From an optimization exercise on the open Yosys and OpenROAD flow, aimed at small area; shortcuts taken in it are not production practice. Function was checked by simulation only, so behaviour that the tests miss may differ from the original.

==> design.v <==
`timescale 1ns / 1ps
package uer_pkg;
    localparam int COUNT_BITS_DEF = 16;
    localparam int QUEUE_DEPTH    = 4;
    localparam int CFG_IDX_W      = 2;
    localparam int CFG_DATA_W     = 16;
    localparam int SAMPLE_W       = 16;
    localparam int SCALE_W        = 19;
    localparam logic [SCALE_W-1:0] DIST_SCALE = 19'd287733;
    localparam logic [CFG_IDX_W-1:0] REG_TIMEOUT = 2'd0;
    localparam logic [CFG_IDX_W-1:0] REG_TRIGGER = 2'd1;
    localparam logic [15:0] TIMEOUT_RST = 16'd13200;
    localparam logic [7:0]  TRIGGER_RST = 8'd10;
    typedef enum logic [3:0] {
        PH_IDLE = 4'b0001,
        PH_TRIG = 4'b0010,
        PH_WAIT = 4'b0100,
        PH_HIGH = 4'b1000
    } t_phase;
    typedef struct packed {
        logic                trig;
        logic                busy;
        logic                done;
        logic [SAMPLE_W-1:0] s0;
        logic [SAMPLE_W-1:0] s1;
        logic [SAMPLE_W-1:0] s2;
    } t_item;
endpackage
`timescale 1ns / 1ps
module uer_front #(
    parameter int COUNT_BITS = uer_pkg::COUNT_BITS_DEF
) (
    input  logic           i_clk,
    input  logic           i_rst_n,
    input  logic           i_tick_valid,
    output logic           o_tick_ready,
    input  logic           i_tick_echo,
    input  logic           i_tick_start,
    input  logic           i_cfg_valid,
    output logic           o_cfg_ready,
    input  logic [uer_pkg::CFG_IDX_W-1:0]  i_cfg_index,
    input  logic [uer_pkg::CFG_DATA_W-1:0] i_cfg_data,
    input  logic           i_q_full,
    output logic           o_push,
    output uer_pkg::t_item o_item
);
    localparam int W = (COUNT_BITS > 16) ? COUNT_BITS : 16;
    localparam logic [COUNT_BITS-1:0] CNT_MAX = {COUNT_BITS{1'b1}};
    uer_pkg::t_phase        r_phase, n_phase, ph;
    logic [COUNT_BITS-1:0]  r_elapsed, n_elapsed, el, el1;
    logic [COUNT_BITS-1:0]  r_width, n_width, wc, wc1;
    logic [1:0]             r_idx, n_idx, ix, fidx;
    logic [15:0]            r_timeout;
    logic [7:0]             r_trig_len;
    logic [7:0]             len;
    logic [15:0]            r_store [2];
    logic                   fin;
    logic [COUNT_BITS-1:0]  fin_w;
    logic [15:0]            fin_clamp;
    logic                   tmo;
    logic                   trig, busy, done;
    assign o_tick_ready = !i_q_full;
    assign o_cfg_ready  = 1'b1;
    assign o_push       = i_tick_valid && !i_q_full;
    always_comb begin
        ph = r_phase;
        el = r_elapsed;
        wc = r_width;
        ix = r_idx;
        if (r_phase == uer_pkg::PH_IDLE && i_tick_start) begin
            ph = uer_pkg::PH_TRIG;
            el = '0;
            wc = '0;
            ix = '0;
        end
        el1 = (el == CNT_MAX) ? el : el + 1'b1;
        wc1 = (wc == CNT_MAX) ? wc : wc + 1'b1;
        len = (r_trig_len == 8'd0) ? 8'd1 : r_trig_len;
        tmo = (W'(el1) > W'(r_timeout)) || (el1 == CNT_MAX);
        n_phase   = ph;
        n_elapsed = el;
        n_width   = wc;
        n_idx     = ix;
        trig      = 1'b0;
        busy      = 1'b0;
        done      = 1'b0;
        fin       = 1'b0;
        fin_w     = '0;
        unique case (ph)
            uer_pkg::PH_TRIG: begin
                trig = 1'b1;
                busy = 1'b1;
                if (el1 >= COUNT_BITS'(len)) begin
                    n_elapsed = '0;
                    n_phase   = uer_pkg::PH_WAIT;
                end else begin
                    n_elapsed = el1;
                end
            end
            uer_pkg::PH_WAIT: begin
                busy = 1'b1;
                if (i_tick_echo) begin
                    n_width   = COUNT_BITS'(1);
                    n_elapsed = el1;
                    n_phase   = uer_pkg::PH_HIGH;
                end else if (tmo) begin
                    fin = 1'b1;
                end else begin
                    n_elapsed = el1;
                end
            end
            uer_pkg::PH_HIGH: begin
                busy = 1'b1;
                if (i_tick_echo) begin
                    if (tmo) begin
                        fin = 1'b1;
                    end else begin
                        n_width   = wc1;
                        n_elapsed = el1;
                    end
                end else begin
                    fin   = 1'b1;
                    fin_w = wc;
                end
            end
            default: begin
                n_phase = uer_pkg::PH_IDLE;
            end
        endcase
        fidx = (ix == 2'd3) ? 2'd2 : ix;
        if (fin) begin
            n_elapsed = '0;
            n_width   = '0;
            if (fidx == 2'd2) begin
                n_idx   = 2'd0;
                n_phase = uer_pkg::PH_IDLE;
                done    = 1'b1;
            end else begin
                n_idx   = fidx + 2'd1;
                n_phase = uer_pkg::PH_TRIG;
            end
        end
        fin_clamp = (W'(fin_w) > W'(16'hFFFF)) ? 16'hFFFF : 16'(fin_w);
        o_item.trig = trig;
        o_item.busy = busy;
        o_item.done = done;
        o_item.s0   = r_store[0];
        o_item.s1   = r_store[1];
        o_item.s2   = fin_clamp;
    end
    always_ff @(posedge i_clk) begin
        if (!i_rst_n) begin
            r_phase    <= uer_pkg::PH_IDLE;
            r_elapsed  <= '0;
            r_width    <= '0;
            r_idx      <= '0;
            r_timeout  <= uer_pkg::TIMEOUT_RST;
            r_trig_len <= uer_pkg::TRIGGER_RST;
        end else begin
            if (o_push) begin
                r_phase   <= n_phase;
                r_elapsed <= n_elapsed;
                r_width   <= n_width;
                r_idx     <= n_idx;
            end
            if (i_cfg_valid) begin
                unique case (i_cfg_index)
                    uer_pkg::REG_TIMEOUT: r_timeout  <= i_cfg_data;
                    uer_pkg::REG_TRIGGER: r_trig_len <= i_cfg_data[7:0];
                    default: ;
                endcase
            end
        end
    end
    always_ff @(posedge i_clk) begin
        if (o_push && fin && fidx != 2'd2) begin
            r_store[fidx[0]] <= fin_clamp;
        end
    end
endmodule
`timescale 1ns / 1ps
module uer_fifo (
    input  logic           i_clk,
    input  logic           i_rst_n,
    input  logic           i_push,
    input  uer_pkg::t_item i_item,
    input  logic           i_pop,
    output logic           o_full,
    output logic           o_vld,
    output uer_pkg::t_item o_item
);
    localparam int PW = $clog2(uer_pkg::QUEUE_DEPTH);
    localparam int IW = 3 + 3 * uer_pkg::SAMPLE_W;
    logic [IW-1:0]  r_mem [uer_pkg::QUEUE_DEPTH];
    logic [PW-1:0]  r_wr, r_rd;
    logic [PW:0]    r_cnt;
    assign o_full = (r_cnt == (PW+1)'(uer_pkg::QUEUE_DEPTH));
    assign o_vld  = (r_cnt != '0);
    assign o_item = r_mem[r_rd];
    always_ff @(posedge i_clk) begin
        if (!i_rst_n) begin
            r_wr  <= '0;
            r_rd  <= '0;
            r_cnt <= '0;
        end else begin
            if (i_push) begin
                r_wr <= r_wr + 1'b1;
            end
            if (i_pop) begin
                r_rd <= r_rd + 1'b1;
            end
            if (i_push && !i_pop) begin
                r_cnt <= r_cnt + 1'b1;
            end else if (!i_push && i_pop) begin
                r_cnt <= r_cnt - 1'b1;
            end
        end
    end
    always_ff @(posedge i_clk) begin
        if (i_push) begin
            r_mem[r_wr] <= i_item;
        end
    end
endmodule
`timescale 1ns / 1ps
module uer_back (
    input  logic           i_clk,
    input  logic           i_rst_n,
    input  logic           i_q_vld,
    input  uer_pkg::t_item i_item,
    output logic           o_pop,
    output logic           o_res_valid,
    input  logic           i_res_ready,
    output logic           o_res_trigger,
    output logic           o_res_busy,
    output logic           o_res_result_valid,
    output logic [15:0]    o_res_median,
    output logic [15:0]    o_res_distance
);
    logic        r_a_vld, r_a_trig, r_a_busy, r_a_done;
    logic [15:0] r_a_med;
    logic        r_b_vld, r_b_trig, r_b_busy, r_b_done;
    logic [15:0] r_b_med, r_b_dist;
    logic        b_free, a_free;
    logic [15:0] lo, hi, mid;
    logic [34:0] prod;
    logic [18:0] scaled;
    logic [15:0] dist_sat;
    assign b_free = !r_b_vld || i_res_ready;
    assign a_free = !r_a_vld || b_free;
    assign o_pop  = i_q_vld && a_free;
    always_comb begin
        lo       = (i_item.s0 < i_item.s1) ? i_item.s0 : i_item.s1;
        hi       = (i_item.s0 < i_item.s1) ? i_item.s1 : i_item.s0;
        mid      = (hi < i_item.s2) ? hi : i_item.s2;
        mid      = (lo > mid) ? lo : mid;
        prod     = 35'(r_a_med) * 35'(uer_pkg::DIST_SCALE);
        scaled   = prod[34:16];
        dist_sat = (scaled[18:16] != 3'd0) ? 16'hFFFF : scaled[15:0];
    end
    always_ff @(posedge i_clk) begin
        if (!i_rst_n) begin
            r_a_vld <= 1'b0;
            r_b_vld <= 1'b0;
        end else begin
            if (a_free) begin
                r_a_vld <= i_q_vld;
            end
            if (b_free) begin
                r_b_vld <= r_a_vld;
            end
        end
    end
    always_ff @(posedge i_clk) begin
        if (a_free) begin
            r_a_trig <= i_item.trig;
            r_a_busy <= i_item.busy;
            r_a_done <= i_item.done;
            r_a_med  <= i_item.done ? mid : 16'd0;
        end
        if (b_free) begin
            r_b_trig <= r_a_trig;
            r_b_busy <= r_a_busy;
            r_b_done <= r_a_done;
            r_b_med  <= r_a_med;
            r_b_dist <= r_a_done ? dist_sat : 16'd0;
        end
    end
    assign o_res_valid = r_b_vld;
    assign o_res_trigger = r_b_trig;
    assign o_res_busy = r_b_busy;
    assign o_res_result_valid = r_b_done;
    assign o_res_median = r_b_med;
    assign o_res_distance = r_b_dist;
endmodule
`timescale 1ns / 1ps
module ultrasonic_echo_ranger_median3 #(
    parameter int COUNT_BITS = uer_pkg::COUNT_BITS_DEF
) (
    input  logic        i_clk,
    input  logic        i_rst_n,
    input  logic        i_tick_valid,
    output logic        o_tick_ready,
    input  logic        i_tick_echo,
    input  logic        i_tick_start,
    input  logic        i_cfg_valid,
    output logic        o_cfg_ready,
    input  logic [1:0]  i_cfg_index,
    input  logic [15:0] i_cfg_data,
    output logic        o_res_valid,
    input  logic        i_res_ready,
    output logic        o_res_trigger,
    output logic        o_res_busy,
    output logic        o_res_result_valid,
    output logic [15:0] o_res_median,
    output logic [15:0] o_res_distance
);
    logic           push, pop, q_full, q_vld;
    uer_pkg::t_item f_item, q_item;
    uer_front #(
        .COUNT_BITS (COUNT_BITS)
    ) u_front (
        .i_clk        (i_clk),
        .i_rst_n      (i_rst_n),
        .i_tick_valid (i_tick_valid),
        .o_tick_ready (o_tick_ready),
        .i_tick_echo  (i_tick_echo),
        .i_tick_start (i_tick_start),
        .i_cfg_valid  (i_cfg_valid),
        .o_cfg_ready  (o_cfg_ready),
        .i_cfg_index  (i_cfg_index),
        .i_cfg_data   (i_cfg_data),
        .i_q_full     (q_full),
        .o_push       (push),
        .o_item       (f_item)
    );
    uer_fifo u_fifo (
        .i_clk   (i_clk),
        .i_rst_n (i_rst_n),
        .i_push  (push),
        .i_item  (f_item),
        .i_pop   (pop),
        .o_full  (q_full),
        .o_vld   (q_vld),
        .o_item  (q_item)
    );
    uer_back u_back (
        .i_clk              (i_clk),
        .i_rst_n            (i_rst_n),
        .i_q_vld            (q_vld),
        .i_item             (q_item),
        .o_pop              (pop),
        .o_res_valid        (o_res_valid),
        .i_res_ready        (i_res_ready),
        .o_res_trigger      (o_res_trigger),
        .o_res_busy         (o_res_busy),
        .o_res_result_valid (o_res_result_valid),
        .o_res_median       (o_res_median),
        .o_res_distance     (o_res_distance)
    );
endmodule
==> run.sh <==
#!/bin/bash
# synth_recipe.tcl (not shown) runs the flow's synth.tcl, then flattens the netlist and writes it again
# the make line also repeats each setting of config.mk as NAME=value (left out here)
make -C /OpenROAD-flow-scripts/flow DESIGN_CONFIG=/design/flow/config.mk WORK_HOME=/design/flow/orfs CLKGATE_MAP_FILE= SYNTH_SCRIPT=/design/flow/synth_recipe.tcl finish
==> config.mk <==
export PLATFORM = sky130hd
export DESIGN_NAME = ultrasonic_echo_ranger_median3
export DESIGN_NICKNAME = ultrasonic_echo_ranger_median3
export VERILOG_FILES = /design/flow/design.v
export SDC_FILE = /design/flow/constraint.sdc
export NUM_CORES = 4
export LEC_CHECK = 0
export CAP_MARGIN = 20
export CORE_MARGIN = 2
export CORE_UTILIZATION = 40
export SLEW_MARGIN = 20
==> constraint.sdc <==
create_clock -name core_clock -period 9.0 [get_ports {i_clk}]
set_input_delay 1.8000 -clock core_clock [delete_from_list [all_inputs] [get_ports {i_clk}]]
set_output_delay 1.8000 -clock core_clock [all_outputs]
set_load 0.01 [all_outputs]
==> results.toml <==
[worst_setup_path]
cpMaxStageDelayCell = "dfxtp_4"
required_ns = 9.41
critical_path.most_common_cell = "o21a_1"
crit_buf_inv = 3
max_stage_delay_ns = 0.68
cp-start-kind = "flop"
worstSetupPathType = "flop to flop"
worstPathArrival_ns = 8.08
endpoint_kind = "flop"
critPathMaxFanout = 34
cp_top_family = "compound AO/OA/AOI/OAI gates"

[clock_tree]
cts.clk_slew.worst_paths_ns = 0.05
cts_tree = "built"
post_cts_resized = 0
ctsHoldBuffers = 0
ctsHtreeMaxLevel = 2
clk_latency_ns = 0.58
clock_sinks = 363
clock-root-buffer = "clkbuf_16"
cts_setup_buffers = 0
cts_buffer_depth = 3
cts_buffers = 42

[drt]
ant_nets = 0
dr.pass1.iters = 5
dr_total_vias = 13405
first_iter_violations = 873
wire_per_inst_um = 18.3
drc = 0
vias_per_cell = 5.31
totalWireLength_um = 46300

[layout]
areaGrowthSynthToFinish_pct = 13.2
fillers = 4786
antennaDiodeCount = 0
instances_no_fill = 2524
regArea_sq_mm = 0.0102
final_nets = 2123
drive_gt1_share_pct = 11.0
multiInputGateArea_sq_mm = 0.0104

[global_routing]
antenna_found_initial = 0
use_met1_pct = 22.2
use_met3_pct = 2.33
grt_max_degree = 52
first_global_vias = 13706
grt_usage_pct = 16.9
gr-usage-met2_pct = 29.0
grt_overflow = 0
top_usage_layer = "met2"
grt_pass1_wl_um = 74600

[place]
place.gp.congestion = 0.865
placed_cells = 2446
io_buffers = 61
dp_hpwl_um = 34100

[timing]
finalMaxSlewViolations = 0
min_period_over_period_pct = 85.1
final-setup-viol-count = 0
tns_ns = 0
max_slew_margin_pct = 25.6
grt_setup_unrepaired = "false"
hold_violations = 0
skew_ns = 0.0309
period_minus_slack_ns = 7.66
tightest_slew_ns = 1.09
fmax_ghz = 0.131

[synthesis]
synth.mux.area_fraction_pct = 7.39
synth_area_leaders = "edfxtp_1, ha_1, fa_1"
syn_area_per_cell_sq_um = 12.5
syn_nets = 2053
syn-instance-count = 1724
synthSimpleGateAreaFrac_pct = 8.97
ys_warn_count = 3
netlist_area_sq_mm = 0.0215
synth_most_common_cell = "edfxtp_1"
yosysTopAreaCell = "edfxtp_1"
synth_ff_type = "edfxtp_1"
ys_types = 89
synth_adder_area_share_pct = 21.1
ys_top_cells_by_count = "edfxtp_1, ha_1, inv_1"
synth_top_family_by_area = "adder cells"
ys_seq_elements = 363
ys_seq_area_share_pct = 47.2
synthXorXnorAreaFrac_pct = 1.10
synth.top_cell.area_share_pct = 40.4
synth_compound_area_share_pct = 9.37
async_flop_share_pct = 0
synth_edf_count = 290

[floorplanning]
dieArea_sq_mm = 0.0557
rows = 85
initial_core_util_pct = 40.3
die_w_um = 236
die_h_um = 236
boundaryPins = 63
core_area_sq_mm = 0.0535

[status]
status = "finished clean"

[run]
cap_violations = 0

[worst_hold_path]
hold_class = "flop to flop"
[path summary, 6_finish.rpt]
| kind | start | to | slack, ns | cells after the start |
|---|---|---|---|---|
| worst min-delay path | u_back.r_a_busy | u_back.r_b_busy | 0.43 | 0 |
| worst max register to register | flop | u_back.r_a_med[9] | 1.34 | 30 |
| worst min register to register | u_back.r_a_busy | u_back.r_b_busy | 0.43 | 0 |
| worst max-delay path | flop | u_back.r_a_med[9] | 1.34 | 30 |
[per-layer routing]
layer,up-vias,wire length (um)
met1,6626,20300
met5,-,0
met3,69,2110
met4,0,1140
met2,290,22700
li1,6420,-
[final cells by class]
cell class / instances / share of cell area, %
timing repair buffer: 86 / 3.27
clock buffer: 52 / 4.55
clock inverter: 26 / 1.27
multi-input combinational: 1096 / 42.5
tap: 696 / 3.57
inverter: 205 / 3.15
sequential: 363 / 41.7
[cells in the final DEF, fill, tap and decap left out, types with 27 or more instances in the layout]
master and instances:
nand2_1 129, ha_1 208, edfxtp_1 290, dfxtp_1 71, a21o_1 34, nand3_1 27
mux4_2 50, fa_1 96, a21oi_1 62, inv_1 204, o21ai_0 54, nor2_1 47
clkbuf_16 43, clkdlybuf4s50_1 61
[flip-flops by register name, summed over array words and instances, names as in the netlist, 3 cells and up, named ones only]
register / count
u_back.r_a_med: 16
u_back.r_b_dist: 16
u_front.r_elapsed: 16
u_front.r_width: 16
u_fifo.r_cnt: 3
u_front.r_trig_len: 8
u_back.r_b_med: 16
u_fifo.r_mem: 204
u_front.r_phase: 4
u_front.r_timeout: 16
u_front.r_store: 32
[metrics by stage]
stage / setup WS (ns) / hold slack [ns] / area (sq um) / util (%)
after floorplan: 0.996 / 0.400 / 21500 / -
after global placement: 1.14 / 0.407 / 23000 / 42.9
after detailed placement: 1.18 / 0.412 / 23000 / 42.9
after CTS: 1.27 / 0.426 / 24400 / 45.6
after global routing: 0.767 / 0.435 / 24400 / 45.6
final: 1.34 / 0.431 / 24400 / 45.6
[cells by family (layout without fill, tap and decap cells)]
| kind of cell | Yosys count | after routing |
|---|---|---|
| flops | 363 | 363 |
| compound gates | 297 | 297 |
| fa+ha+maj | 306 | 306 |
| simple gates | 371 | 371 |
| buf+inv | 265 | 369 |
| other cells | 1 | 1 |
| mux | 94 | 94 |
| xor+xnor | 27 | 27 |

port drivers added, routing unchanged:
In the flow no input, the clock included, has a driving cell. The finished layout below was timed again as built, in two steps.
Step 1 assumes that a clkbuf_16 drives the clock port and a buf_2 every other input.
Step 2 adds t to the input delays and takes it off the output delays; t is the mean of the earliest and latest rising clock arrival at the registers after step 1. Input paths then give back, and output paths get back, about the clock's delay inside the block.
Slacks: ideal / step 1 / step 2; pairs: ideal / step 1.
t, ns: 0.615
slack for setup (ns): 1.338 / 1.338 / 1.147
pins driven straight from the clock port: 1
After both steps setup and hold are still met in this run. For this run, drivers alone change the setup slack by 0.000 ns; drivers and shift together by -0.191 ns.
